From an optimization exercise on the open Yosys and OpenROAD flow, aimed at small area, a short achievable clock period and few clock cycles per item; shortcuts taken in it are not production practice.
At most, simulation tests tie the RTL to the original design; equivalence was not proved.

Setup of JK:
==> flow/design.v (excerpt) <==
module pe_requant #(
    parameter int ACC_W  = 32,
    parameter int MULT_W = 16,
    parameter int CNT_W  = 16
) (
    input  logic              clk,
    input  logic              rst_n,
    input  logic              in_valid,
    output logic              in_ready,
    input  logic [ACC_W-1:0]  in_acc,
    input  logic [ACC_W-1:0]  in_bias,
    input  logic              in_last,
    output logic              out_valid,
    input  logic              out_ready,
    output logic [7:0]        out_data,
    output logic              out_last,
    input  logic              cfg_we,
    input  logic [MULT_W-1:0] cfg_mult,
    input  logic [4:0]        cfg_shift,
    input  logic [7:0]        cfg_zp,
    output logic              busy,
    output logic [CNT_W-1:0]  out_count
);
==> flow/config.mk <==
export PLATFORM = sky130hd
export DESIGN_NAME = pe_requant
export DESIGN_NICKNAME = pe_requant
export VERILOG_FILES = /design/flow/design.v
export SDC_FILE = /design/flow/constraint.sdc
export NUM_CORES = 4
export LEC_CHECK = 0
export ABC_CLOCK_PERIOD_IN_PS = 4400
export CAP_MARGIN = 20
export CORE_MARGIN = 2
export CORE_UTILIZATION = 55
export CTS_BUF_LIST = sky130_fd_sc_hd__clkbuf_4 sky130_fd_sc_hd__clkbuf_8
export CTS_CLUSTER_SIZE = 30
export SETUP_SLACK_MARGIN = 5.0
export SLEW_MARGIN = 20
export SYNTH_HIERARCHICAL = 1
export SYNTH_MINIMUM_KEEP_SIZE = 0
==> flow/constraint.sdc <==
create_clock -name core_clock -period 9.0 [get_ports {clk}]
set_input_delay 1.8000 -clock core_clock [delete_from_list [all_inputs] [get_ports {clk}]]
set_output_delay 1.8000 -clock core_clock [all_outputs]
set_load 0.01 [all_outputs]
standard.sh (not shown) runs the stock make flow with config.mk's settings and CLKGATE_MAP_FILE= SYNTH_SCRIPT=/design/flow/synth_recipe.tcl, a recipe that flattens the netlist after the stock synthesis.
==> flow/flow/run.sh <==
#!/bin/bash
# Standard layout, with plain buffers (not delay buffers) on the ports and a
# clock tree without dummy loads.
export BUFFER_PORTS_ARGS="-buffer_cell sky130_fd_sc_hd__buf_1"
export CTS_ARGS="-sink_clustering_enable -repair_clock_nets -dont_use_dummy_load -sink_clustering_size 30 -buf_list {sky130_fd_sc_hd__clkbuf_4 sky130_fd_sc_hd__clkbuf_8}"
bash standard.sh > standard.log 2>&1
Testbench counts of JK, summed over its fixed seeds: cycles 11,268, items 10,948.
The following lists how MS was set up differently from JK:
diff --git a/flow/design.v b/flow/design.v
--- a/flow/design.v
+++ b/flow/design.v
@@ -16,23 +16,23 @@
     output logic              out_last,
     input  logic              cfg_we,
     input  logic [MULT_W-1:0] cfg_mult,
     input  logic [4:0]        cfg_shift,
     input  logic [7:0]        cfg_zp,
     output logic              busy,
     output logic [CNT_W-1:0]  out_count
 );
     localparam int SUM_W = ACC_W + 1;    
     localparam int W     = 49;           
     localparam int NDIG  = 9;            
-    localparam int NH    = 4;            
+    localparam int NH    = 3;            
     logic [NDIG-1:0] bone;
     logic [NDIG-2:0] btwo, bneg;
     logic [4:0]      cfg_shift_q;
     logic [7:0]      cfg_zp_q;
     logic        s1_vld, s2_vld, r3_vld;
     logic        s1_last, s2_last;
     logic        room_q;                  
     logic        any_q;                   
     logic        in_fire, pop, cfg_apply;
     assign in_ready  = room_q || out_ready;
     assign in_fire   = in_valid && in_ready;
@@ -1105,26 +1105,26 @@
         v = $signed({r3_win[9], r3_win[9:1]}) + $signed({9'd0, r3_win[0]})
           + $signed({2'b00, cfg_zp_q});
         if (!((r3_zfix && r3_zvlo && r3_zvhi) || (r3_ofix && r3_ovlo && r3_ovhi)))
                                 res = r3_sgn ? 8'd0 : 8'd255;
         else if (v[9])          res = 8'd0;
         else if (v[8])          res = 8'd255;
         else                    res = v[7:0];
     end
     assign r3_dat = {r3_last, res};
     logic [NH-1:0] h_vld, nh_vld;
     logic [8:0]    h_dat [NH];
-    assign out_valid = h_vld[0];
-    assign out_data  = h_dat[0][7:0];
-    assign out_last  = h_dat[0][8];
-    assign pop       = h_vld[0] && out_ready;
+    assign out_valid = h_vld[0] || r3_vld;
+    assign out_data  = h_vld[0] ? h_dat[0][7:0] : r3_dat[7:0];
+    assign out_last  = h_vld[0] ? h_dat[0][8]   : r3_dat[8];
+    assign pop       = out_valid && out_ready;
     always_comb begin
         if (r3_vld && !pop)      nh_vld = {h_vld[NH-2:0], 1'b1};
         else if (!r3_vld && pop) nh_vld = {1'b0, h_vld[NH-1:1]};
         else                     nh_vld = h_vld;
     end
     always_ff @(posedge clk) begin
         for (int k = 0; k < NH; k++) begin
             if (pop) begin
                 if (k < NH - 1 && h_vld[k+1]) h_dat[k] <= h_dat[k+1];
                 else                          h_dat[k] <= r3_dat;
             end else begin
==> comparison <==
MS: PASS, flow complete, no timing, DRC or antenna violations
Of the two values seen for slowest cell on the critical path, nand2b_1 was produced by JK and dfrtp_1 by MS.
Compared with JK, MS shows a higher area growth from synthesis to final layout.
Number of clock buffers in the layout down 4 in MS wrt JK
Against JK, wire length in MS rose slightly.
Taking JK as the reference, in MS cell count lost about 0.54%; initial antenna violation count went up by 3.
No functional check of the RTL was part of MS.


pe_requant, a different RTL version from the one above (not shown whole).
Size in the first run: roughly 2400 cells after synthesis, ~250 flip-flops, about 130 I/O pins.
Design pe_requant, start of the top module:
module pe_requant #(
    parameter int ACC_W  = 32,
    parameter int MULT_W = 16,
    parameter int CNT_W  = 16
) (
    input  logic              clk,
    input  logic              rst_n,
    input  logic              in_valid,
    output logic              in_ready,
    input  logic [ACC_W-1:0]  in_acc,
    input  logic [ACC_W-1:0]  in_bias,
    input  logic              in_last,
    output logic              out_valid,
    input  logic              out_ready,
    output logic [7:0]        out_data,
    output logic              out_last,
    input  logic              cfg_we,
    input  logic [MULT_W-1:0] cfg_mult,
    input  logic [4:0]        cfg_shift,
    input  logic [7:0]        cfg_zp,
    output logic              busy,
    output logic [CNT_W-1:0]  out_count
);
clock: 9.0 ns
lec_check: 0
abc_clock_period_in_ps: 4400
cap_margin: 20
core_margin: 2
core_utilization: 55
cts_buf_list: sky130_fd_sc_hd__clkbuf_4 sky130_fd_sc_hd__clkbuf_8
cts_cluster_size: 30
setup_slack_margin: 5.0
slew_margin: 20
synth_hierarchical: 1
synth_minimum_keep_size: 0
Scripts as last shown in full above: flow/flow/run.sh
Change:
--- a/flow/design.v
+++ b/flow/design.v
@@ -20,18 +20,19 @@
     input  logic [7:0]        cfg_zp,
     output logic              busy,
     output logic [CNT_W-1:0]  out_count
 );
     localparam int SUM_W = ACC_W + 1;    
     localparam int W     = 49;           
     localparam int NDIG  = 9;            
     localparam int NH    = 4;            
-    logic [NDIG-1:0] bone;
-    logic [NDIG-2:0] btwo, bneg;
+    logic [MULT_W-1:0] cfg_mult_q;
+    logic [NDIG-1:0] bone;                
+    logic [NDIG-2:0] btwo, bneg;          
     logic [4:0]      cfg_shift_q;
     logic [7:0]      cfg_zp_q;
     logic        s1_vld, s2_vld, r3_vld;
     logic        s1_last, s2_last;
     logic        room_q;                  
     logic        any_q;                   
     logic        in_fire, pop, cfg_apply;
     assign in_ready  = room_q || out_ready;
@@ -665,17 +666,17 @@
     logic [W-1:0] p;
     logic [30:0]  hmask;
     logic [9:0]   win;                    
     logic [24:0]  w16;
     logic [16:0]  w8;
     logic [12:0]  w4;
     logic [10:0]  w2;
     logic [40:0]  q;
-    logic         sgn, ov_fix, ov_var;
+    logic         sgn, z_fix, o_fix, z_vlo, o_vlo, z_vhi, o_vhi;
     logic [W-1:0] a3_a, a3_b, a3_s;
     assign a3_a = s2_x;
     assign a3_b = s2_y;
     logic [48:0] a3_g0, a3_p0;
     assign a3_g0 = a3_a & a3_b;
     assign a3_p0 = a3_a ^ a3_b;
     logic a3_G0, a3_P0;
     assign a3_G0 = a3_g0[1] | (a3_p0[1] & a3_g0[0]);
@@ -1073,35 +1074,44 @@
         q      = {p[39:0], 1'b0};         
         w16    = cfg_shift_q[4] ? q[40:16]  : q[24:0];
         w8     = cfg_shift_q[3] ? w16[24:8] : w16[16:0];
         w4     = cfg_shift_q[2] ? w8[16:4]  : w8[12:0];
         w2     = cfg_shift_q[1] ? w4[12:2]  : w4[10:0];
         win    = cfg_shift_q[0] ? w2[10:1]  : w2[9:0];
         hmask  = {31{1'b1}} << cfg_shift_q;       
         sgn    = p[W-1];
-        ov_fix = sgn ? !(&p[47:39]) : |p[47:39];
-        ov_var = sgn ? !(&(p[38:8] | ~hmask)) : |(p[38:8] & hmask);
+        z_fix  = ~|p[48:39];
+        o_fix  = &p[48:39];
+        z_vlo  = ~|(p[23:8] & hmask[15:0]);
+        o_vlo  = &(p[23:8] | ~hmask[15:0]);
+        z_vhi  = ~|(p[38:24] & hmask[30:16]);
+        o_vhi  = &(p[38:24] | ~hmask[30:16]);
     end
-    logic       r3_last, r3_sgn, r3_ofix, r3_ovar;
+    logic       r3_last, r3_sgn, r3_zfix, r3_ofix, r3_zvlo, r3_ovlo, r3_zvhi, r3_ovhi;
     logic [9:0] r3_win;
     always_ff @(posedge clk) begin
         r3_last <= s2_last;
         r3_sgn  <= sgn;
-        r3_ofix <= ov_fix;
-        r3_ovar <= ov_var;
+        r3_zfix <= z_fix;
+        r3_ofix <= o_fix;
+        r3_zvlo <= z_vlo;
+        r3_ovlo <= o_vlo;
+        r3_zvhi <= z_vhi;
+        r3_ovhi <= o_vhi;
         r3_win  <= win;
     end
     logic signed [9:0] v;
     logic [7:0]        res;
     logic [8:0]        r3_dat;            
     always_comb begin
         v = $signed({r3_win[9], r3_win[9:1]}) + $signed({9'd0, r3_win[0]})
           + $signed({2'b00, cfg_zp_q});
-        if (r3_ofix || r3_ovar) res = r3_sgn ? 8'd0 : 8'd255;
+        if (!((r3_zfix && r3_zvlo && r3_zvhi) || (r3_ofix && r3_ovlo && r3_ovhi)))
+                                res = r3_sgn ? 8'd0 : 8'd255;
         else if (v[9])          res = 8'd0;
         else if (v[8])          res = 8'd255;
         else                    res = v[7:0];
     end
     assign r3_dat = {r3_last, res};
     logic [NH-1:0] h_vld, nh_vld;
     logic [8:0]    h_dat [NH];
     assign out_valid = h_vld[0];
@@ -1146,43 +1156,37 @@
             s1_vld <= in_fire;
             s2_vld <= s1_vld;
             r3_vld <= s2_vld;
             h_vld  <= nh_vld;
             fl_q   <= fl_nxt;
         end
     end
     logic [17:0] mx;
-    logic [NDIG-1:0] bone_n;
-    logic [NDIG-2:0] btwo_n, bneg_n;
-    assign mx = {2'b00, cfg_mult};
+    assign mx = {2'b00, cfg_mult_q};
     always_comb begin
         for (int j = 0; j < NDIG; j++) begin
             logic m2, m1, m0;
             m2 = mx[2*j+1];
             m1 = mx[2*j];
             m0 = (j == 0) ? 1'b0 : mx[2*j-1];
-            bone_n[j] = m1 ^ m0;
+            bone[j] = m1 ^ m0;
             if (j < NDIG - 1) begin
-                btwo_n[j] = (m2 & ~m1 & ~m0) | (~m2 & m1 & m0);
-                bneg_n[j] = m2 & ~(m1 & m0);
+                btwo[j] = (m2 & ~m1 & ~m0) | (~m2 & m1 & m0);
+                bneg[j] = m2 & ~(m1 & m0);
             end
         end
     end
     always_ff @(posedge clk or negedge rst_n) begin
         if (!rst_n) begin
-            bone        <= NDIG'(1);         
-            btwo        <= '0;
-            bneg        <= '0;
+            cfg_mult_q  <= MULT_W'(1);
             cfg_shift_q <= 5'd0;
             cfg_zp_q    <= 8'd0;
         end else if (cfg_apply) begin
-            bone        <= bone_n;
-            btwo        <= btwo_n;
-            bneg        <= bneg_n;
+            cfg_mult_q  <= cfg_mult;
             cfg_shift_q <= cfg_shift;
             cfg_zp_q    <= cfg_zp;
         end
     end
     always_ff @(posedge clk or negedge rst_n) begin
         if (!rst_n) begin
             out_count <= '0;
         end else if (cfg_apply) begin
Die area is higher by about 1.4%.
Maximum frequency is higher by about 0.6%.
Cell area is higher by 2.2%.
Routed wire length is higher by about 8%.
Setup slack gets better by 0.024 ns.
Synthesized area is higher by 1.4%.
Register-to-register slack gets better by 0.10 ns.
Final cell count is higher by 1.0%.
Utilization barely changes.
Sequential cell count is lower by 5.
Non-clock buffer count is higher by 1.
No functional check of the RTL was part of any run of this note.

## port drivers added, routing unchanged
The flow's constraints put no driver on any port. The routed layouts listed below were extracted and timed again, unchanged, in two steps.
Step 1, drivers: a clkbuf_16 drives clk and a buf_2 each remaining input, both assumed.
Step 2 moves the port delays by t, midway between the first and last clock arrival at a register: inputs arrive t later, outputs are due t later. That takes back most of the time a late clock gives input paths.
Three values: ideal ports, drivers, drivers and shift; two values: the first two.
run	t, ns	slack for setup (ns)	latest minus earliest clock arrival (ns)
JK	0.641	5.016 / 4.996 / 4.567	0.072 / 0.072
MS	0.647	3.783 / 3.729 / 4.377	0.063 / 0.063
the first run of note 2	0.640	4.945 / 4.945 / 4.479	0.080 / 0.080
the second run of note 2	0.643	4.969 / 4.947 / 4.573	0.098 / 0.099
After both steps every run listed still meets setup and hold. For the first run of note 2, which loses most, drivers alone change the setup slack by 0.000 ns; drivers and shift together by -0.466 ns.
